This design comes from an exercise in tuning for small area and a short achievable clock period on the open sky130 flow, not from production work.
In this exercise RTL edits were held to simulation tests only and were not proved equivalent to the original.
Power is estimated from default activity; no workload was simulated.

`flow/design.v`:
```
package matrix_mul_pkg;
  localparam int N  = 4;
  localparam int DW = 4;
  localparam int OW = 16;
  typedef logic [DW-1:0] elem_t;
  typedef logic [OW-1:0] res_t;
  function automatic integer idx(input integer i, input integer j);
    idx = i * N + j;
  endfunction
endpackage
module matrix_mul_dot (
  input  logic        clk,
  input  logic [15:0] row_i,
  input  logic [15:0] col_i,
  output logic [9:0]  dot_o
);
  wire p1 = ~(row_i[0] & col_i[0]);
  wire p2 = ~(row_i[0] & col_i[1]);
  wire p3 = ~(row_i[0] & col_i[2]);
  wire p4 = ~(row_i[0] & col_i[3]);
  wire p5 = ~(row_i[1] & col_i[0]);
  wire p6 = ~(row_i[1] & col_i[1]);
  wire p7 = ~(row_i[1] & col_i[2]);
  wire p8 = ~(row_i[1] & col_i[3]);
  wire p9 = ~(row_i[2] & col_i[0]);
  wire p10 = ~(row_i[2] & col_i[1]);
  wire p11 = ~(row_i[2] & col_i[2]);
  wire p12 = ~(row_i[2] & col_i[3]);
  wire p13 = ~(row_i[3] & col_i[0]);
  wire p14 = ~(row_i[3] & col_i[1]);
  wire p15 = ~(row_i[3] & col_i[2]);
  wire p16 = ~(row_i[3] & col_i[3]);
  wire p17 = ~(row_i[4] & col_i[4]);
  wire p18 = ~(row_i[4] & col_i[5]);
  wire p19 = ~(row_i[4] & col_i[6]);
  wire p20 = ~(row_i[4] & col_i[7]);
  wire p21 = ~(row_i[5] & col_i[4]);
  wire p22 = ~(row_i[5] & col_i[5]);
  wire p23 = ~(row_i[5] & col_i[6]);
  wire p24 = ~(row_i[5] & col_i[7]);
  wire p25 = ~(row_i[6] & col_i[4]);
  wire p26 = ~(row_i[6] & col_i[5]);
  wire p27 = ~(row_i[6] & col_i[6]);
  wire p28 = ~(row_i[6] & col_i[7]);
  wire p29 = ~(row_i[7] & col_i[4]);
  wire p30 = ~(row_i[7] & col_i[5]);
  wire p31 = ~(row_i[7] & col_i[6]);
  wire p32 = ~(row_i[7] & col_i[7]);
  wire p33 = ~(row_i[8] & col_i[8]);
  wire p34 = ~(row_i[8] & col_i[9]);
  wire p35 = ~(row_i[8] & col_i[10]);
  wire p36 = ~(row_i[8] & col_i[11]);
  wire p37 = ~(row_i[9] & col_i[8]);
  wire p38 = ~(row_i[9] & col_i[9]);
  wire p39 = ~(row_i[9] & col_i[10]);
  wire p40 = ~(row_i[9] & col_i[11]);
  wire p41 = ~(row_i[10] & col_i[8]);
  wire p42 = ~(row_i[10] & col_i[9]);
  wire p43 = ~(row_i[10] & col_i[10]);
  wire p44 = ~(row_i[10] & col_i[11]);
  wire p45 = ~(row_i[11] & col_i[8]);
  wire p46 = ~(row_i[11] & col_i[9]);
  wire p47 = ~(row_i[11] & col_i[10]);
  wire p48 = ~(row_i[11] & col_i[11]);
  wire p49 = ~(row_i[12] & col_i[12]);
  wire p50 = ~(row_i[12] & col_i[13]);
  wire p51 = ~(row_i[12] & col_i[14]);
  wire p52 = ~(row_i[12] & col_i[15]);
  wire p53 = ~(row_i[13] & col_i[12]);
  wire p54 = ~(row_i[13] & col_i[13]);
  wire p55 = ~(row_i[13] & col_i[14]);
  wire p56 = ~(row_i[13] & col_i[15]);
  wire p57 = ~(row_i[14] & col_i[12]);
  wire p58 = ~(row_i[14] & col_i[13]);
  wire p59 = ~(row_i[14] & col_i[14]);
  wire p60 = ~(row_i[14] & col_i[15]);
  wire p61 = ~(row_i[15] & col_i[12]);
  wire p62 = ~(row_i[15] & col_i[13]);
  wire p63 = ~(row_i[15] & col_i[14]);
  wire p64 = ~(row_i[15] & col_i[15]);
  logic s65, c66;
  matrix_mul_fa u_s65 (.a(p49), .b(p17), .c(p1), .s(s65), .co(c66));
  logic s67, c68;
  matrix_mul_fa u_s67 (.a(p21), .b(p50), .c(p37), .s(s67), .co(c68));
  logic s69, c70;
  matrix_mul_fa u_s69 (.a(p34), .b(p5), .c(p2), .s(s69), .co(c70));
  logic s71, c72;
  matrix_mul_fa u_s71 (.a(p18), .b(p53), .c(c66), .s(s71), .co(c72));
  logic s73, c74;
  matrix_mul_fa u_s73 (.a(p6), .b(p25), .c(p38), .s(s73), .co(c74));
  logic s75, c76;
  matrix_mul_fa u_s75 (.a(p19), .b(p54), .c(p41), .s(s75), .co(c76));
  logic s77, c78;
  matrix_mul_fa u_s77 (.a(p57), .b(p3), .c(p22), .s(s77), .co(c78));
  logic s79, c80;
  matrix_mul_fa u_s79 (.a(p9), .b(p35), .c(p51), .s(s79), .co(c80));
  logic s81, c82;
  matrix_mul_fa u_s81 (.a(c68), .b(c70), .c(s75), .s(s81), .co(c82));
  logic s83, c84;
  matrix_mul_fa u_s83 (.a(s79), .b(s73), .c(s77), .s(s83), .co(c84));
  logic s85, c86;
  matrix_mul_fa u_s85 (.a(p13), .b(p52), .c(p36), .s(s85), .co(c86));
  logic s87, c88;
  matrix_mul_fa u_s87 (.a(p29), .b(p61), .c(p20), .s(s87), .co(c88));
  logic s89, c90;
  matrix_mul_fa u_s89 (.a(p45), .b(p55), .c(p39), .s(s89), .co(c90));
  logic s91, c92;
  matrix_mul_fa u_s91 (.a(p42), .b(p58), .c(p7), .s(s91), .co(c92));
  logic s93, c94;
  matrix_mul_fa u_s93 (.a(p23), .b(p10), .c(p26), .s(s93), .co(c94));
  logic s95, c96;
  matrix_mul_fa u_s95 (.a(p4), .b(c78), .c(c76), .s(s95), .co(c96));
  logic s97, c98;
  matrix_mul_fa u_s97 (.a(c74), .b(c80), .c(s89), .s(s97), .co(c98));
  logic s99, c100;
  matrix_mul_fa u_s99 (.a(s93), .b(s87), .c(s91), .s(s99), .co(c100));
  logic s101, c102;
  matrix_mul_fa u_s101 (.a(p40), .b(p59), .c(p46), .s(s101), .co(c102));
  logic s103, c104;
  matrix_mul_fa u_s103 (.a(p8), .b(p62), .c(p27), .s(s103), .co(c104));
  logic s105, c106;
  matrix_mul_fa u_s105 (.a(p43), .b(p30), .c(p11), .s(s105), .co(c106));
  logic s107, c108;
  matrix_mul_fa u_s107 (.a(p14), .b(p56), .c(p24), .s(s107), .co(c108));
  logic s109, c110;
  matrix_mul_fa u_s109 (.a(c90), .b(c88), .c(c92), .s(s109), .co(c110));
  logic s111, c112;
  matrix_mul_fa u_s111 (.a(c86), .b(c94), .c(s105), .s(s111), .co(c112));
  logic s113, c114;
  matrix_mul_fa u_s113 (.a(s103), .b(s101), .c(s107), .s(s113), .co(c114));
  logic s115, c116;
  matrix_mul_fa u_s115 (.a(p44), .b(p31), .c(p15), .s(s115), .co(c116));
  logic s117, c118;
  matrix_mul_fa u_s117 (.a(p12), .b(p28), .c(p63), .s(s117), .co(c118));
  logic s119, c120;
  matrix_mul_fa u_s119 (.a(p47), .b(p60), .c(c108), .s(s119), .co(c120));
  logic s121, c122;
  matrix_mul_fa u_s121 (.a(c102), .b(c104), .c(c106), .s(s121), .co(c122));
  logic s123, c124;
  matrix_mul_fa u_s123 (.a(p32), .b(p64), .c(p48), .s(s123), .co(c124));
  logic s125, c126;
  matrix_mul_fa u_s125 (.a(p16), .b(c118), .c(c116), .s(s125), .co(c126));
  logic s127, c128;
  matrix_mul_xnor2 u_s127 (.a(c124), .b(c126), .y(s127));
  logic cn129;
  matrix_mul_nor2 u_cn129 (.a(c124), .b(c126), .y(cn129));
  matrix_mul_inv u_c128 (.a(cn129), .y(c128));
  logic r130;
  logic r131;
  logic r132;
  logic r133;
  logic r134;
  logic r135;
  logic r136;
  logic r137;
  logic r138;
  logic r139;
  logic r140;
  logic r141;
  logic r142;
  logic r143;
  logic r144;
  logic r145;
  logic r146;
  logic r147;
  logic r148;
  logic r149;
  logic r150;
  logic r151;
  logic r152;
  logic r153;
  logic r154;
  logic r155;
  logic r156;
  logic r157;
  logic r158;
  logic r159;
  logic r160;
  logic r161;
  logic r162;
  logic s163, c164;
  matrix_mul_xnor2 u_s163 (.a(r131), .b(r130), .y(s163));
  logic cn165;
  matrix_mul_nor2 u_cn165 (.a(r131), .b(r130), .y(cn165));
  matrix_mul_inv u_c164 (.a(cn165), .y(c164));
  logic s166, c167;
  matrix_mul_fa u_s166 (.a(r132), .b(r133), .c(r134), .s(s166), .co(c167));
  logic s168, c169;
  matrix_mul_xnor2 u_s168 (.a(c164), .b(s166), .y(s168));
  logic cn170;
  matrix_mul_nor2 u_cn170 (.a(c164), .b(s166), .y(cn170));
  matrix_mul_inv u_c169 (.a(cn170), .y(c169));
  logic s171, c172;
  matrix_mul_fa u_s171 (.a(r135), .b(r136), .c(r137), .s(s171), .co(c172));
  logic s173, c174;
  matrix_mul_fa u_s173 (.a(c167), .b(s171), .c(c169), .s(s173), .co(c174));
  logic s175, c176;
  matrix_mul_fa u_s175 (.a(r142), .b(r140), .c(r141), .s(s175), .co(c176));
  logic s177, c178;
  matrix_mul_fa u_s177 (.a(r138), .b(r139), .c(r143), .s(s177), .co(c178));
  logic s179, c180;
  matrix_mul_fa u_s179 (.a(c172), .b(s177), .c(s175), .s(s179), .co(c180));
  logic s181, c182;
  matrix_mul_fa u_s181 (.a(r144), .b(r146), .c(r148), .s(s181), .co(c182));
  logic s183, c184;
  matrix_mul_fa u_s183 (.a(r147), .b(r149), .c(r145), .s(s183), .co(c184));
  logic s185, c186;
  matrix_mul_fa u_s185 (.a(c176), .b(c178), .c(s183), .s(s185), .co(c186));
  logic s187, c188;
  matrix_mul_fa u_s187 (.a(s181), .b(c180), .c(s185), .s(s187), .co(c188));
  logic s189, c190;
  matrix_mul_fa u_s189 (.a(r151), .b(r153), .c(r152), .s(s189), .co(c190));
  logic s191, c192;
  matrix_mul_fa u_s191 (.a(r150), .b(r154), .c(r156), .s(s191), .co(c192));
  logic s193, c194;
  matrix_mul_fa u_s193 (.a(r155), .b(c182), .c(c184), .s(s193), .co(c194));
  logic s195, c196;
  matrix_mul_fa u_s195 (.a(s191), .b(s189), .c(s193), .s(s195), .co(c196));
  logic s197, c198;
  matrix_mul_fa u_s197 (.a(r160), .b(r158), .c(r159), .s(s197), .co(c198));
  logic s199, c200;
  matrix_mul_fa u_s199 (.a(r157), .b(c190), .c(c192), .s(s199), .co(c200));
  logic s201, c202;
  matrix_mul_fa u_s201 (.a(s197), .b(c194), .c(s199), .s(s201), .co(c202));
  logic s203, c204;
  matrix_mul_xnor2 u_s203 (.a(c196), .b(s201), .y(s203));
  logic cn205;
  matrix_mul_nor2 u_cn205 (.a(c196), .b(s201), .y(cn205));
  matrix_mul_inv u_c204 (.a(cn205), .y(c204));
  logic s206, c207;
  matrix_mul_fa u_s206 (.a(r161), .b(c198), .c(c200), .s(s206), .co(c207));
  logic r208;
  logic r209;
  logic r210;
  logic r211;
  logic r212;
  logic r213;
  logic r214;
  logic r215;
  logic r216;
  logic r217;
  logic r218;
  logic r219;
  logic r220;
  logic r221;
  logic r222;
  logic s223, c224;
  matrix_mul_xor2 u_s223 (.a(r212), .b(r211), .y(s223));
  logic cn225;
  matrix_mul_nor2 u_cn225 (.a(r212), .b(r211), .y(cn225));
  matrix_mul_inv u_c224 (.a(cn225), .y(c224));
  logic s226, c227;
  matrix_mul_xor2 u_s226 (.a(r213), .b(c224), .y(s226));
  logic cn228;
  matrix_mul_nor2 u_cn228 (.a(r213), .b(c224), .y(cn228));
  matrix_mul_inv u_c227 (.a(cn228), .y(c227));
  logic s229, c230;
  matrix_mul_fa u_s229 (.a(r215), .b(r214), .c(r216), .s(s229), .co(c230));
  logic s231, c232;
  matrix_mul_xor2 u_s231 (.a(c227), .b(s229), .y(s231));
  logic cn233;
  matrix_mul_nor2 u_cn233 (.a(c227), .b(s229), .y(cn233));
  matrix_mul_inv u_c232 (.a(cn233), .y(c232));
  logic s234, c235;
  matrix_mul_fa u_s234 (.a(r217), .b(c230), .c(c232), .s(s234), .co(c235));
  logic s236, c237;
  matrix_mul_fa u_s236 (.a(r220), .b(r219), .c(r218), .s(s236), .co(c237));
  logic s238, c239;
  matrix_mul_xor2 u_s238 (.a(s236), .b(c235), .y(s238));
  logic cn240;
  matrix_mul_nor2 u_cn240 (.a(s236), .b(c235), .y(cn240));
  matrix_mul_inv u_c239 (.a(cn240), .y(c239));
  logic s241, c242;
  matrix_mul_fa u_s241 (.a(r222), .b(r221), .c(c237), .s(s241), .co(c242));
  logic s243, c244;
  matrix_mul_xor2 u_s243 (.a(s241), .b(c239), .y(s243));
  logic cn245;
  matrix_mul_nor2 u_cn245 (.a(s241), .b(c239), .y(cn245));
  matrix_mul_inv u_c244 (.a(cn245), .y(c244));
  wire x246 = c242 ^ c244;
  assign dot_o[0] = ~r208;
  assign dot_o[1] = ~r209;
  assign dot_o[2] = ~r210;
  assign dot_o[3] = s223;
  assign dot_o[4] = s226;
  assign dot_o[5] = s231;
  assign dot_o[6] = ~s234;
  assign dot_o[7] = s238;
  assign dot_o[8] = s243;
  assign dot_o[9] = x246;
  always_ff @(posedge clk) begin
    r130 <= p33;
    r131 <= s65;
    r132 <= s67;
    r133 <= s69;
    r134 <= s71;
    r135 <= c72;
    r136 <= s83;
    r137 <= s81;
    r138 <= s85;
    r139 <= c84;
    r140 <= c82;
    r141 <= s95;
    r142 <= s99;
    r143 <= s97;
    r144 <= c96;
    r145 <= s109;
    r146 <= c100;
    r147 <= c98;
    r148 <= s111;
    r149 <= s113;
    r150 <= s117;
    r151 <= s115;
    r152 <= c110;
    r153 <= c112;
    r154 <= c114;
    r155 <= s119;
    r156 <= s121;
    r157 <= s123;
    r158 <= c122;
    r159 <= c120;
    r160 <= s125;
    r161 <= s127;
    r162 <= c128;
    r208 <= s163;
    r209 <= s168;
    r210 <= s173;
    r211 <= s179;
    r212 <= c174;
    r213 <= s187;
    r214 <= c186;
    r215 <= c188;
    r216 <= s195;
    r217 <= s203;
    r218 <= s206;
    r219 <= c202;
    r220 <= c204;
    r221 <= r162;
    r222 <= c207;
  end
endmodule
module matrix_mul_fa (input logic a, b, c, output logic s, co);
  assign s  = a ^ b ^ c;
  assign co = (a & b) | (a & c) | (b & c);
endmodule
module matrix_mul_ha (input logic a, b, output logic s, co);
  assign s  = a ^ b;
  assign co = a & b;
endmodule
module matrix_mul_xnor2 (input logic a, b, output logic y);
  assign y = ~(a ^ b);
endmodule
module matrix_mul_xor2 (input logic a, b, output logic y);
  assign y = a ^ b;
endmodule
module matrix_mul_nor2 (input logic a, b, output logic y);
  assign y = ~(a | b);
endmodule
module matrix_mul_inv (input logic a, output logic y);
  assign y = ~a;
endmodule
module matrix_mul_or2 (input logic a, b, output logic y);
  assign y = a | b;
endmodule
module matrix_mul
#(
  parameter int N  = matrix_mul_pkg::N,
  parameter int DW = matrix_mul_pkg::DW,
  parameter int OW = matrix_mul_pkg::OW
) (
  input  logic              clk,
  input  logic              rst_n,
  input  logic              in_valid,
  input  logic [N*N*DW-1:0] a_i,
  input  logic [N*N*DW-1:0] b_i,
  output logic              out_valid,
  output logic [N*N*OW-1:0] y_o
);
  localparam int MW = N * N * DW;
  localparam int RW = 10;   
  localparam int LAT = 3;
  logic [LAT-1:0] v_q;
  always_ff @(posedge clk or negedge rst_n) begin
    if (!rst_n) v_q <= '0;
    else        v_q <= {v_q[LAT-2:0], in_valid};
  end
  assign out_valid = v_q[LAT-1];
  logic [MW-1:0] a_q, b_q;
  assign a_q = a_i;
  assign b_q = b_i;
  for (genvar i = 0; i < N; i++) begin : g_row
    for (genvar j = 0; j < N; j++) begin : g_col
      logic [N*DW-1:0] col;
      logic [RW-1:0]   dot;
      logic [RW-1:0]   y_q;
      for (genvar k = 0; k < N; k++) begin : g_k
        assign col[k*DW +: DW] = b_q[(k*N+j)*DW +: DW];
      end
      matrix_mul_dot u_dot (.clk(clk), .row_i(a_q[i*N*DW +: N*DW]), .col_i(col), .dot_o(dot));
      always_ff @(posedge clk) y_q <= dot;
      assign y_o[(i*N+j)*OW +: OW] = {{(OW-RW){1'b0}}, y_q};
    end
  end
endmodule
```
`flow/flow/run.sh`:
```
#!/bin/bash
# The standard layout (standard.sh), except that the port buffers that
# buffer_ports inserts are buf_4 instead of the default cell (a slow delay buffer).
# Each tool's full output goes to standard.log in this folder.
export BUFFER_PORTS_ARGS="-buffer_cell sky130_fd_sc_hd__buf_4"
bash standard.sh > standard.log 2>&1
```
`flow/standard.sh`:
```
#!/bin/bash
# synth_recipe.tcl (not shown) runs the flow's synth.tcl, then flattens the netlist and writes it again
# the make line also repeats each setting of config.mk as NAME=value (left out here)
make -C /OpenROAD-flow-scripts/flow DESIGN_CONFIG=/design/flow/config.mk WORK_HOME=/design/flow/orfs CLKGATE_MAP_FILE= SYNTH_SCRIPT=/design/flow/synth_recipe.tcl "${@:-finish}"
```
`flow/config.mk`:
```
export PLATFORM = sky130hd
export DESIGN_NAME = matrix_mul
export DESIGN_NICKNAME = matrix_mul
export VERILOG_FILES = /design/flow/design.v
export SDC_FILE = /design/flow/constraint.sdc
export NUM_CORES = 4
export LEC_CHECK = 0
export CAP_MARGIN = 20
export CORE_MARGIN = 2
export CORE_UTILIZATION = 68
export CTS_CLUSTER_DIAMETER = 100
export CTS_CLUSTER_SIZE = 24
export SETUP_SLACK_MARGIN = 3.25
export SLEW_MARGIN = 20
export SYNTH_HIERARCHICAL = 1
export SYNTH_MINIMUM_KEEP_SIZE = 0
```
`flow/constraint.sdc`:
```
create_clock -name core_clock -period 5.5 [get_ports {clk}]
set_input_delay 1.1000 -clock core_clock [delete_from_list [all_inputs] [get_ports {clk}]]
set_output_delay 1.1000 -clock core_clock [all_outputs]
set_load 0.01 [all_outputs]
```
==> results of run 1 <==
Yosys stat by module (local to each module, per instance):
| module | cell area [sq um] | flip-flops and latches |
|---|---|---|
| matrix_mul_fa | 20.0 | 0 |
| matrix_mul_inv | 3.75 | 0 |
| matrix_mul_nor2 | 3.75 | 0 |
| matrix_mul | 4000 | 163 |
| matrix_mul_xnor2 | 8.76 | 0 |
| matrix_mul_dot | 1270 | 48 |
| matrix_mul_xor2 | 8.76 | 0 |
layer usage:
metal	vias to the layer above	track usage, %	share of wire, %
met5	-	0.658	0.12
met4	12	15.7	5.2
met3	404	10.6	13
met2	1840	55.9	45
met1	13200	49.1	37
li1	10500	-	-
layout by cell type, fill, tap and decap left out, drive strengths merged, types with 3 or more instances in the layout:
cell	netlist	layout
buf	192	291
fa	848	848
xnor2	64	64
clkbuf	0	47
dfrtp	3	3
inv	208	208
xor2	96	96
nor2	144	144
nand2	1024	1024
dfxtp	928	928
conb	1	96
cells by family (layout without fill, tap and decap cells):
logic type / Yosys count / after routing
DFF: 931 / 931
buffers and inverters: 400 / 547
other: 1 / 98
adders and majority gates: 848 / 848
xor gates and xnor gates: 160 / 160
and+or+nand+nor: 1168 / 1168
timing repair:
item | 4_1_cts | 5_1_grt
gates resized for setup | 6 | 3
setup endpoints to repair | 6 | 4
pin swaps | 0 | 2
gates cloned | 0 | 0
area by class of cell:
class / count / area, sq um / share of cell area (%)
Multi-Input combinational cell: 2272 / 23200 / 49.3
Timing Repair Buffer: 291 / 2190 / 4.65
Clock buffer: 47 / 1130 / 2.41
Tap cell: 846 / 1060 / 2.25
Clock inverter: 1 / 7.51 / 0.0160
Inverter: 208 / 781 / 1.66
Sequential cell: 931 / 18700 / 39.7
Antenna cell: 2 / 5.00 / 0.0106
where the power goes:
group / internal (mW) / switching (mW) / total [mW] / leakage, nW
combinational: 3.55 / 4.36 / 7.91 / 9.69
sequential: 8.93 / 0.983 / 9.91 / 7.81
clock: 1.47 / 2.10 / 3.57 / 0.557
total: 13.9 / 7.44 / 21.4 / 18.1
how the worst max path moves through the flow:
stage                                 startpoint                           end  slack (ns)  cells past startpoint
global route        g_row[3].g_col[3].u_dot.r215      g_row[3].g_col[3].y_q[9]        3.20                      9
floorplan                                 a_i[2]  g_row[0].g_col[0].u_dot.r136        3.25                      3
finish                  g_row[1].g_col[1].y_q[7]                       y_o[87]        3.28                      1
CTS                     g_row[1].g_col[1].y_q[7]                       y_o[87]        3.25                      1
detailed placement                       a_i[34]  g_row[2].g_col[3].u_dot.r136        2.74                      4
global placement                         a_i[35]  g_row[2].g_col[1].u_dot.r148        2.78                      4
==> results_dict.tcl, run 1 <==
set metrics [dict create \
    ys.warnings.count 8 \
    gr-total-overflow 0 \
    synth_edf_count 0 \
    design.die.area_sq_um 66200 \
    gp_routability_congestion 0.861 \
    final-setup-viol-count 0 \
    finalCritPeriodShare_pct 40.4 \
    hp-class "input port to asynchronous set/reset pin" \
    final_hold_viol_count 0 \
    min_period_ns 2.22 \
    synth_top_cell_by_area "dfxtp_1" \
    drt-initial-drc-count 2416 \
    regMostFlops "g_row.g_col.y_q" \
    grtUsageTotal_pct 36.4 \
    clock.fmax_ghz 0.450 \
    ys_async_sr_fraction_pct 0.322 \
    path_cells "buf_4" \
    die_h_microns 257 \
    worstReg2RegStart "g_row[1].g_col[0].u_dot.r215" \
    routed_wirelength_microns 116000 \
    synthSimpleGateAreaFrac_pct 10.0 \
    synthAdderAreaFrac_pct 38.9 \
    tns_ns 0 \
    grt_pass1_vias 29200 \
    clk_latency_ns 0.61 \
    r2r_end "g_row[1].g_col[0].y_q[9]" \
    cp.required_ns 4.40 \
    postCtsSetupBuffers 0 \
    peakVddDrop_mv 0.311 \
    cp_num_buf_inv 1 \
    syn2layout_area_growth_pct 7.74 \
    ant_nets 0 \
    cap_viol_max_count 0 \
    postCtsHoldBufs 0 \
    synth_cells 3508 \
    clkTransAtPathRegs_ns 0.10 \
    fin_worst_skew_ns 0.0232 \
    drive_gt1_share_pct 9.63 \
    place_area_sq_um 45800 \
    synth.cell_area_sq_um 43600 \
    drv_slew 0 \
    cts_sinks 931 \
    largest_reg_flops 160 \
    syn_avg_cell_area_sq_um 12.4 \
    initial_utilization_pct 68.9 \
    synth_top_area_share_pct 42.6 \
    ios 388 \
    fin_util_pct 74.3 \
    synth.top_cells.by_area "dfxtp_1 (43%), fa_1 (39%), nand2_1 (8.8%), buf_4 (3.3%), xor2_1 (1.9%)" \
    dp_slack_ns 2.74 \
    yosysSeqAreaShare_pct 42.7 \
    synth_cell_types 10 \
    cpMaxStageDelayCell "dfxtp_2" \
    p_leak_nw 18.1 \
    synthMuxAreaShare_pct 0 \
    drc_errors 0 \
    hold_ws_ns 0.260 \
    worstMarginPinSlew_ns 0.656 \
    p_total_mw 21.4 \
    ys_ff_latch 931 \
    cp.arrival_ns 1.12 \
    fillCellCount 4255 \
    finalNetCount 4727 \
    cts_inserted_buffers 44 \
    end_kind "output pin" \
    r2r_cells 9 \
    stdcell_area_sq_um 47000 \
    power_density_nw_per_um2 455 \
    synthXorXnorAreaFrac_pct 3.21 \
    slew_headroom_pct 56.1 \
    cp-start-kind "flop" \
    portBuffers 291 \
    antenna_found_initial 8 \
    status "no timing/DRC/antenna violations" \
    post_drt_wl_per_cell_microns 25.1 \
    die_w_microns 257 \
    cts_max_path_buffers 3 \
    synth_top_family_by_area "adder cells" \
    ys.flop_type "dfxtp_1" \
    grt_max_degree 26 \
    viasPerCell 5.66 \
    vias 26000 \
    critPathTopFamily "flip-flops" \
    dpl.hpwl_microns 79700 \
    dr.pass1.iters 7 \
    path_class "flop to output pin" \
    setup_ws_ns 3.28 \
    ctsRootBufferMaster "clkbuf_16" \
    grt_pass1_wl_microns 175000 \
    design.core.area_sq_um 63300 \
    cts_tree "done" \
    rows 92 \
    placed_cells 4548 \
    critPathMaxFanout 1 \
    synth_most_common_cell "nand2_1" \
    htree_num_levels 2 \
    synthTopCellsByCount "nand2_1 (1,024), dfxtp_1 (928), fa_1 (848)" \
    grt_setup_unrepaired "yes" \
    final_cells 4598 \
    rrSetupSlack_ns 3.30 \
    cpPeakStageDelay_ns 0.38 \
    synth_compound_area_share_pct 0 \
]
==> run 2, diff against run 1 <==
==> flow/flow/run.sh (replaced) <==
#!/bin/bash
# The standard layout (standard.sh), with the port buffers chosen here instead
# of buffer_ports' default cell (a slow delay buffer): buf_2 on the outputs, placed
# with the rest at global placement, and buf_4 on the inputs (each drives 16
# gates), added right after global placement so that the timing-driven placer's
# remove_buffers does not take them out again.
# Each tool's full output goes to standard.log in this folder.
export BUFFER_PORTS_ARGS="-outputs -buffer_cell sky130_fd_sc_hd__buf_2"
export POST_GLOBAL_PLACE_TCL=$PWD/flow/inbuf.tcl
bash standard.sh > standard.log 2>&1
==> flow/flow/inbuf.tcl (new file) <==
# Buffer every input port (the standard flow buffers them at global placement,
# where this flow buffers only the outputs, with a smaller cell).
buffer_ports -inputs -buffer_cell sky130_fd_sc_hd__buf_4
--- a/flow/config.mk
+++ b/flow/config.mk
@@ -9,3 +9,3 @@
 export CORE_MARGIN = 2
-export CORE_UTILIZATION = 68
+export CORE_UTILIZATION = 72
 export CTS_CLUSTER_DIAMETER = 100
==> run 2 against run 1 <==
Still clean. Synthesized cell count did not move. Synthesized area did not move. Clock skew fell by 0.0097 ns. Cell area fell by 0.99%. Die area fell by 5.5%. Final cell count fell by 1.4%. Largest power group unchanged.
==> results_dict.tcl, run 2 <==
set metrics [dict create \
    status "no timing/DRC/antenna violations" \
    mostFrequentLayoutCell "nand2_1" \
    clock.fmax_ghz 0.449 \
    dpl.hpwl_microns 74400 \
    grt.met2_usage_pct 58.0 \
    largest_reg_flops 160 \
    drc_errors 0 \
    synth_top_area_share_pct 42.6 \
    postCtsHoldBufs 0 \
    htree_num_levels 2 \
    cts_sinks 931 \
    power_frac_clock_pct 17.2 \
    drv_slew 0 \
    ys.flop_type "dfxtp_1" \
    combPwrFrac_pct 35.0 \
    ys_async_sr_fraction_pct 0.322 \
    critPathMaxFanout 1 \
    grt_pass1_wl_microns 164000 \
    dp_slack_ns 2.78 \
    cts_inserted_buffers 44 \
    initial_utilization_pct 72.6 \
    synth_most_common_cell "nand2_1" \
    tns_ns 0 \
    synth_edf_count 0 \
    routed_wirelength_microns 107000 \
    grt_max_degree 26 \
    end_kind "output pin" \
    ys_ff_latch 931 \
    ys.warnings.count 8 \
    ios 388 \
    cts_tree "done" \
    gr-total-overflow 0 \
    critPathTopFamily "flip-flops" \
    design.die.area_sq_um 62600 \
    synth_top_cell_by_area "dfxtp_1" \
    hp-class "input port to asynchronous set/reset pin" \
    cp.arrival_ns 1.13 \
    ant_nets 0 \
    post_drt_wl_per_cell_microns 23.5 \
    path_depth 1 \
    path_class "flop to output pin" \
    final_cells 4533 \
    cp.required_ns 4.40 \
    drive_gt1_share_pct 9.68 \
    fin_util_pct 77.4 \
    stdcell_area_sq_um 46600 \
    vias 25900 \
    intPower_mw 13.7 \
    final_hold_viol_count 0 \
    crit_end "y_o[131]" \
    busiest_layer "met2" \
    switchingPower_mw 7.04 \
    design.core.area_sq_um 60100 \
    layout_common_cells "nand2_1 (1,024), dfxtp_1 (922), fa_1 (830)" \
    min_period_ns 2.23 \
    placed_cells 4484 \
    fin_worst_skew_ns 0.0135 \
    cpMaxStageDelayCell "dfxtp_4" \
    finalNetCount 4727 \
    peakVddDrop_mv 0.341 \
    finalCritPeriodShare_pct 40.5 \
    grt_setup_unrepaired "yes" \
    clk_latency_ns 0.63 \
    synth_cells 3508 \
    p_seq_share_pct 47.8 \
    regMostFlops "g_row.g_col.y_q" \
    p_leak_nw 17.9 \
    fillCellCount 3744 \
    worstReg2RegStart "g_row[1].g_col[2].u_dot.r151" \
    clkTransAtPathRegs_ns 0.09 \
    crit_start "g_row[2].g_col[0].y_q[3]" \
    path_cells "buf_6" \
    viasPerCell 5.71 \
    die_w_microns 250 \
    rrSetupSlack_ns 3.35 \
    synthTopCellsByCount "nand2_1 (1,024), dfxtp_1 (928), fa_1 (848)" \
    r2r_cells 4 \
    antenna_found_initial 1 \
    p_total_mw 20.7 \
    yosysSeqAreaShare_pct 42.7 \
    cp-start-kind "flop" \
    cp_num_buf_inv 1 \
    dr.pass1.iters 6 \
    met1_usage_pct 44.1 \
    cap_viol_max_count 0 \
    grt_util_met3_pct 11.1 \
    grt_pass1_vias 29500 \
    drt-initial-drc-count 2442 \
    place_area_sq_um 45400 \
    final-setup-viol-count 0 \
    hold_ws_ns 0.245 \
    syn2layout_area_growth_pct 6.67 \
    setup_ws_ns 3.27 \
    cpPeakStageDelay_ns 0.40 \
    die_h_microns 250 \
    synth.top_cells.by_area "dfxtp_1 (43%), fa_1 (39%), nand2_1 (8.8%), buf_4 (3.3%), xor2_1 (1.9%)" \
    cts_max_path_buffers 3 \
    synth_cell_types 10 \
    r2r_end "g_row[1].g_col[2].u_dot.r217" \
    rows 90 \
    ctsRootBufferMaster "clkbuf_16" \
    p_sw_share_pct 34.0 \
    power_density_nw_per_um2 445 \
    syn_avg_cell_area_sq_um 12.4 \
    synth.cell_area_sq_um 43600 \
    portBuffers 291 \
    grtUsageTotal_pct 35.6 \
]
==> run 2: cell counts after synthesis <==
No cell type changed its count.
==> run 2: what timing repair did <==
| item | CTS | global route |
|---|---|---|
| resized for setup | 11 | 5 |
| buffers inserted | 0 | 0 |
| setup endpoints to repair | 7 | 5 |
==> run 2: cell families after synthesis <==
group,after synthesis,share of synthesized area [%]
DFF,931,42.7
xor gates and xnor gates,160,3.21
and+or+nand+nor,1168,10.0
adders and majority gates,848,38.9
other,1,0.00859
buffers and inverters,400,5.09
==> run 2: how the worst min path moves through the flow <==
stage | start | to | slack (ns) | depth (start not counted)
3_3_place_gp | g_row[0].g_col[2].u_dot.r162 | g_row[0].g_col[2].u_dot.r221 | 0.31 | 0
3_5_place_dp | g_row[0].g_col[2].u_dot.r162 | g_row[0].g_col[2].u_dot.r221 | 0.31 | 0
5_1_grt | rst_n | v_q[1] | 0.23 | 1
2_1_floorplan | g_row[0].g_col[0].u_dot.r162 | g_row[0].g_col[0].u_dot.r221 | 0.31 | 0
6_report | rst_n | v_q[2] | 0.25 | 1
4_1_cts | rst_n | v_q[2] | 0.23 | 1
==> run 2: layer usage <==
layer  vias up  wire, microns
met5         -              0
met4         0           6060
met3       507          13800
met2      1810          51300
met1     13000          35400
li1      10500              -
==> run 2: layout make-up <==
class | instances | area (sq um) | share of cell area, %
well taps | 782 | 978 | 2.10
clock inverters | 1 | 7.51 | 0.0161
flip-flops and latches | 931 | 18700 | 40.1
repair buffers | 291 | 1810 | 3.88
diodes | 1 | 2.50 | 0.00538
clock buffers | 47 | 1130 | 2.44
inverters | 208 | 781 | 1.68
multi-input cells | 2272 | 23200 | 49.8
==> run 2: power groups by stage <==
| stage | combinational, mW | clock [mW] | sequential, mW |
|---|---|---|---|
| global route | 8.21 | 3.85 | 10.1 |
| finish | 7.25 | 3.57 | 9.89 |
| CTS | 7.32 | 3.63 | 9.92 |
| floorplan | 5.48 | 0 | 10.1 |
| detailed placement | 7.22 | 0 | 10.1 |
| global placement | 6.43 | 0 | 9.99 |
==> run 2: modules after synthesis, one instance, submodules excluded <==
| module | cell area (sq um) | copies in the design | flip-flops and latches |
|---|---|---|---|
| matrix_mul_nor2 | 3.75 | 144 | 0 |
| matrix_mul_fa | 20.0 | 848 | 0 |
| matrix_mul_dot | 1270 | 16 | 48 |
| matrix_mul_xor2 | 8.76 | 80 | 0 |
| matrix_mul | 4000 | 1 | 163 |
| matrix_mul_xnor2 | 8.76 | 64 | 0 |
| matrix_mul_inv | 3.75 | 144 | 0 |
==> run 3, diff against run 2 <==
--- a/flow/config.mk
+++ b/flow/config.mk
@@ -9,3 +9,3 @@
 export CORE_MARGIN = 2
-export CORE_UTILIZATION = 72
+export CORE_UTILIZATION = 62
 export CTS_CLUSTER_DIAMETER = 100
==> run 3 against run 2 <==
Clock power hardly changed. First-iteration DRC count is 10% lower. Clock skew is 0.013 ns higher. Utilization is 11 points lower. Setup slack better by 0.0045 ns. Combinational power is 2% lower. Non-clock buffer count stayed put. Largest cell class unchanged. Highest routed layer unchanged.
==> results_dict.tcl, run 3 <==
set metrics [dict create \
    drt-initial-drc-count 2191 \
    clock.fmax_ghz 0.450 \
    fin_worst_skew_ns 0.0263 \
    placed_cells 4642 \
    synth_edf_count 0 \
    synth.top_cells.by_area "dfxtp_1 (43%), fa_1 (39%), nand2_1 (8.8%), buf_4 (3.3%), xor2_1 (1.9%)" \
    grt_setup_unrepaired "yes" \
    hp-class "input port to asynchronous set/reset pin" \
    seq_area_sq_um 18700 \
    grt_max_degree 26 \
    synth_cells 3508 \
    min_period_ns 2.22 \
    synthTopCellsByCount "nand2_1 (1,024), dfxtp_1 (928), fa_1 (848)" \
    synth_compound_area_share_pct 0 \
    cp.arrival_ns 2.71 \
    status "no timing/DRC/antenna violations" \
    htree_num_levels 2 \
    rows 97 \
    stdcell_area_sq_um 46700 \
    multiInputGateArea_sq_um 23200 \
    ys.flop_type "dfxtp_1" \
    syn_avg_cell_area_sq_um 12.4 \
    ys.warnings.count 8 \
    largest_reg_flops 160 \
    clkTransAtPathRegs_ns 0.09 \
    cts_inserted_buffers 44 \
    drc_errors 0 \
    viasPerCell 5.41 \
    antenna_found_initial 2 \
    mostFrequentLayoutCell "nand2_1" \
    drv_slew 0 \
    syn2layout_area_growth_pct 7.11 \
    dpl.hpwl_microns 75600 \
    cp-start-kind "input port" \
    die_w_microns 269 \
    worstMarginPinSlew_ns 0.576 \
    grt_pass1_vias 28700 \
    design.core.area_sq_um 69900 \
    final-setup-viol-count 0 \
    synthXorXnorAreaFrac_pct 3.21 \
    yosysSeqAreaShare_pct 42.7 \
    path_class "input port to flop" \
    synth_most_common_cell "nand2_1" \
    routed_wirelength_microns 111000 \
    end_kind "flop" \
    portBuffers 291 \
    synthAdderAreaFrac_pct 38.9 \
    fillCellCount 5214 \
    worstReg2RegStart "g_row[0].g_col[0].u_dot.r215" \
    peakVddDrop_mv 0.302 \
    p_leak_nw 17.9 \
    cts_sinks 931 \
    ios 388 \
    p_total_mw 20.6 \
    dr.pass1.iters 8 \
    tns_ns 0 \
    post_drt_wl_per_cell_microns 23.8 \
    critPathMaxFanout 16 \
    ant_nets 0 \
    ys_ff_latch 931 \
    rrSetupSlack_ns 3.41 \
    postCtsSetupBuffers 0 \
    drive_gt1_share_pct 9.89 \
    design.die.area_sq_um 72500 \
    synth_top_cell_by_area "dfxtp_1" \
    finalNetCount 4727 \
    synthMuxAreaShare_pct 0 \
    ys_async_sr_fraction_pct 0.322 \
    final_hold_viol_count 0 \
    clk_latency_ns 0.63 \
    grtUsageTotal_pct 32.1 \
    synthSimpleGateAreaFrac_pct 10.0 \
    diodes 0 \
    grt_pass1_wl_microns 171000 \
    gr-total-overflow 0 \
    synth_top_area_share_pct 42.6 \
    postCtsHoldBufs 0 \
    ctsRootBufferMaster "clkbuf_16" \
    r2r_end "g_row[0].g_col[0].y_q[9]" \
    power_density_nw_per_um2 440 \
    slew_headroom_pct 61.5 \
    finalCritPeriodShare_pct 40.4 \
    vias 25400 \
    layout_common_cells "nand2_1 (1,024), dfxtp_1 (912), fa_1 (832)" \
    cts_max_path_buffers 3 \
    die_h_microns 269 \
    synth_cell_types 10 \
    initial_utilization_pct 62.4 \
    r2r_cells 9 \
    cap_viol_max_count 0 \
    regMostFlops "g_row.g_col.y_q" \
    cts_tree "done" \
    final_cells 4691 \
    cp.required_ns 5.99 \
    synth_top_family_by_area "adder cells" \
    synth.cell_area_sq_um 43600 \
    place_area_sq_um 45600 \
]
## run 3: cell counts after synthesis
Identical to the previous run, type by type.
## run 3: worst max-delay path, cell delays in order
cell     delay [ns]
buf_4          0.40
nand2_1        0.15
fa_1           0.59
fa_1           0.44
## run 3: cell families after synthesis
| kind of cell | count (synthesis) |
|---|---|
| xor gates and xnor gates | 160 |
| DFF | 931 |
| and+or+nand+nor | 1168 |
| adders and majority gates | 848 |
| buffers and inverters | 400 |
| other | 1 |
## run 3: stage by stage
| step | util (%) | setup WS (ns) | hold WS [ns] |
|---|---|---|---|
| 2_1_floorplan | - | 3.25 | 0.310 |
| 3_3_place_gp | 63.8 | 3.16 | 0.315 |
| 3_5_place_dp | 65.2 | 2.66 | 0.314 |
| 4_1_cts | 66.8 | 3.24 | 0.225 |
| 5_1_grt | 66.9 | 3.22 | 0.214 |
| 6_report | 66.9 | 3.28 | 0.257 |
## run 3: final cells by class
cell class	count	share of cell area [%]
multi-input combinational	2272	49.6
sequential	931	39.9
timing repair buffer	291	3.84
tap	940	2.52
clock buffer	46	2.42
inverter	208	1.67
clock inverter	3	0.0535
## run 3: layer usage
layer	global-route usage [%]	wire, microns
met1	40.7	39600
met2	52.2	53000
met3	8.65	13100
met4	14.2	5770
met5	0	0
## run 3: how the worst max path moves through the flow
stage | startpoint | to | slack, ns
4_1_cts | v_q[2] | out_valid | 3.24
3_3_place_gp | a_i[11] | g_row[0].g_col[3].u_dot.r143 | 3.16
6_report | a_i[1] | g_row[0].g_col[3].u_dot.r136 | 3.28
5_1_grt | v_q[2] | out_valid | 3.22
2_1_floorplan | a_i[2] | g_row[0].g_col[0].u_dot.r136 | 3.25
3_5_place_dp | a_i[2] | g_row[0].g_col[2].u_dot.r162 | 2.66
## run 3: Yosys stat by module (local to each module, per instance)
module,area (sq um),flip-flops and latches,times used,cells inside
matrix_mul,4000,163,1,260
matrix_mul_dot,1270,48,16,123
matrix_mul_fa,20.0,0,848,1
matrix_mul_xnor2,8.76,0,64,1
matrix_mul_xor2,8.76,0,80,1
matrix_mul_inv,3.75,0,144,1
matrix_mul_nor2,3.75,0,144,1
## run 3: timing repair
item	CTS	global route
hold endpoints to repair	0	0
resized for setup	12	8
setup endpoints to repair	13	9
## run 3: power breakdown
part	switching (mW)	leakage, nW	internal, mW
sequential	0.935	7.81	8.93
clock	2.11	0.565	1.48
combinational	3.92	9.57	3.19
total	6.97	17.9	13.6
==> run 4, diff against run 3 <==
--- a/flow/config.mk
+++ b/flow/config.mk
@@ -9,3 +9,3 @@
 export CORE_MARGIN = 2
-export CORE_UTILIZATION = 62
+export CORE_UTILIZATION = 68
 export CTS_CLUSTER_DIAMETER = 100
==> run 4 against run 3 <==
Synthesized area stayed put. Final cell count is 2.0% lower. Total power is 1.3% higher. Largest power group unchanged.
==> results_dict.tcl, run 4 <==
set metrics [dict create \
    synthAdderAreaFrac_pct 38.9 \
    power_density_nw_per_um2 447 \
    finalCritPeriodShare_pct 40.5 \
    cts_tree "done" \
    tns_ns 0 \
    design.die.area_sq_um 66200 \
    path_cells "buf_2" \
    initial_utilization_pct 68.9 \
    intPower_mw 13.6 \
    dpl.hpwl_microns 76800 \
    routed_wirelength_microns 113000 \
    min_period_ns 2.23 \
    grtUsageTotal_pct 35.9 \
    power_frac_clock_pct 17.1 \
    ys_async_sr_fraction_pct 0.322 \
    largest_reg_flops 160 \
    design.core.area_sq_um 63300 \
    yosysSeqAreaShare_pct 42.7 \
    switchingPower_mw 7.22 \
    ys.flop_type "dfxtp_1" \
    slew_headroom_pct 59.2 \
    clkTransAtPathRegs_ns 0.10 \
    synth_compound_area_share_pct 0 \
    mostFrequentLayoutCell "nand2_1" \
    cp-start-kind "flop" \
    cpMaxStageDelayCell "dfxtp_1" \
    drc_errors 0 \
    ant_nets 0 \
    grt_setup_unrepaired "yes" \
    drv_slew 0 \
    peakVddDrop_mv 0.336 \
    ys.warnings.count 8 \
    post_drt_wl_per_cell_microns 24.7 \
    drt-initial-drc-count 2670 \
    synth_top_family_by_area "adder cells" \
    critPathMaxFanout 1 \
    worstReg2RegStart "g_row[2].g_col[3].u_dot.r215" \
    fin_worst_skew_ns 0.0261 \
    cts_max_path_buffers 3 \
    clk_latency_ns 0.63 \
    htree_num_levels 2 \
    hp-class "input port to asynchronous set/reset pin" \
    critPathTopFamily "flip-flops" \
    antenna_found_initial 2 \
    cp.required_ns 4.40 \
    p_seq_share_pct 47.3 \
    regMostFlops "g_row.g_col.y_q" \
    layout_common_cells "nand2_1 (1,024), dfxtp_1 (927), fa_1 (832)" \
    synth_cells 3508 \
    grt_pass1_wl_microns 173000 \
    synth.cell_area_sq_um 43600 \
    combPwrFrac_pct 35.6 \
    die_h_microns 257 \
    grt_pass1_vias 29400 \
    cp.arrival_ns 1.13 \
    cap_viol_max_count 0 \
    gr-total-overflow 0 \
    clock.fmax_ghz 0.449 \
    rows 92 \
    cts_sinks 931 \
    setup_ws_ns 3.27 \
    crit_start "g_row[0].g_col[2].y_q[7]" \
    status "no timing/DRC/antenna violations" \
    syn_avg_cell_area_sq_um 12.4 \
    postCtsSetupBuffers 0 \
    synthSimpleGateAreaFrac_pct 10.0 \
    synth_cell_types 10 \
    synth.top_cells.by_area "dfxtp_1 (43%), fa_1 (39%), nand2_1 (8.8%), buf_4 (3.3%), xor2_1 (1.9%)" \
    cpPeakStageDelay_ns 0.36 \
    synth_top_area_share_pct 42.6 \
    synth_most_common_cell "nand2_1" \
    p_sw_share_pct 34.7 \
    syn2layout_area_growth_pct 6.80 \
    dr.pass1.iters 6 \
    ctsRootBufferMaster "clkbuf_16" \
    cp_num_buf_inv 1 \
    dp_slack_ns 2.71 \
    portBuffers 291 \
    synth_edf_count 0 \
    ios 388 \
    drive_gt1_share_pct 9.49 \
    ys_ff_latch 931 \
    synthTopCellsByCount "nand2_1 (1,024), dfxtp_1 (928), fa_1 (848)" \
    final_hold_viol_count 0 \
    die_w_microns 257 \
    viasPerCell 5.66 \
    placed_cells 4548 \
    finalNetCount 4727 \
    rrSetupSlack_ns 3.32 \
    worstMarginPinSlew_ns 0.610 \
    path_class "flop to output pin" \
    vias 26000 \
    final-setup-viol-count 0 \
    grt_max_degree 26 \
    synth_top_cell_by_area "dfxtp_1" \
    final_cells 4599 \
    synthMuxAreaShare_pct 0 \
    end_kind "output pin" \
    synthXorXnorAreaFrac_pct 3.21 \
    cts_inserted_buffers 44 \
    p_leak_nw 17.9 \
]
[run 4: final cells by class]
| class | instances | area (sq um) |
|---|---|---|
| timing repair buffer | 291 | 1790 |
| clock inverter | 1 | 7.51 |
| multi-input combinational | 2272 | 23200 |
| tap | 846 | 1060 |
| fill | 4350 | 16700 |
| clock buffer | 47 | 1130 |
| sequential | 931 | 18700 |
| inverter | 208 | 781 |
| antenna | 3 | 7.51 |
[run 4: routing by layer]
layer  up-vias  global-route usage (%)  share of wire, %
met3       427                    12.0                14
met1     13200                    46.3                34
li1      10500                       -                 -
met5         -                       0                 0
met2      1880                    55.6                46
met4         0                    17.0               6.0
[run 4: per-module statistics from Yosys, one instance, submodules excluded, a selection]
module	flops+latches	cells inside	copies in the design	area (sq um)
matrix_mul_inv	0	1	144	3.75
matrix_mul_fa	0	1	848	20.0
matrix_mul_dot	48	123	16	1270
matrix_mul	163	260	1	4000
matrix_mul_nor2	0	1	144	3.75
matrix_mul_xor2	0	1	80	8.76
[run 4: path summary, 6_finish.rpt]
path / depth (start not counted) / endpoint
setup / recovery: 1 / y_o[39]
hold / removal: 1 / v_q[1]
setup reg to reg: 7 / g_row[2].g_col[3].y_q[8]
hold reg to reg: 0 / g_row[0].g_col[0].u_dot.r221
max in group asynchronous: 1 / v_q[2]
min in group core_clock: 0 / g_row[0].g_col[0].u_dot.r221
[run 4: power by group through the flow]
stage	combinational [mW]	clock, mW	sequential, mW
6_report	7.41	3.57	9.86
5_1_grt	8.40	3.87	10.1
4_1_cts	7.51	3.63	9.89
3_5_place_dp	7.44	0	10.0
3_3_place_gp	6.72	0	9.97
2_1_floorplan	5.48	0	10.1
[run 4: timing repair]
item | 4_1_cts | 5_1_grt
endpoints found under the setup margin | 2 | 5
hold endpoints to repair | 0 | 0
hold buffers | 0 | 0
resized for setup | 4 | 1
pin swaps | 0 | 1
[run 4: kinds of logic after synthesis]
kind of cell,Yosys count
XOR/XNOR,160
adder cells (fa/ha/maj),848
buffers and inverters,400
flip-flops,931
other,1
AND/OR/NAND/NOR,1168
[run 4: through the flow]
| step | util [%] | power, mW | cell area, sq um | hold slack [ns] |
|---|---|---|---|---|
| after CTS | 73.6 | 21.0 | 46600 | 0.221 |
| after floorplan | - | 15.6 | 44000 | 0.310 |
| after detailed placement | 71.8 | 17.5 | 45400 | 0.312 |
| final | 73.6 | 20.8 | 46600 | 0.242 |
| after global placement | 70.2 | 16.7 | 44500 | 0.314 |
| after global routing | 73.6 | 22.3 | 46600 | 0.225 |

[port drivers added, routing unchanged]
In the flow no input, the clock included, has a driving cell. The finished layouts below were timed again as built, in two steps.
Step 1: set_driving_cell puts a clkbuf_16 on clk and a buf_2 on each other input, an assumption about the parent block.
Step 2 moves the port delays by t, midway between the first and last clock arrival at a register: inputs arrive t later, outputs are due t later. That takes back most of the time a late clock gives input paths.
Three values: ideal, step 1, step 2; two values: the first two.
run	t (ns)	slack for setup (ns)	worst setup path at the end	pins driven straight from the clock port
run 1	0.665	3.280 / 3.216 / 2.672	input to register	1
run 2	0.680	3.273 / 3.211 / 2.731	input to register	1
run 3	0.677	3.278 / 3.225 / 2.632	input to register	1
run 4	0.678	3.273 / 3.209 / 2.662	input to register	1
After both steps every run listed still meets setup and hold. For run 3, which loses most, drivers alone change the setup slack by -0.053 ns; drivers and shift together by -0.646 ns.
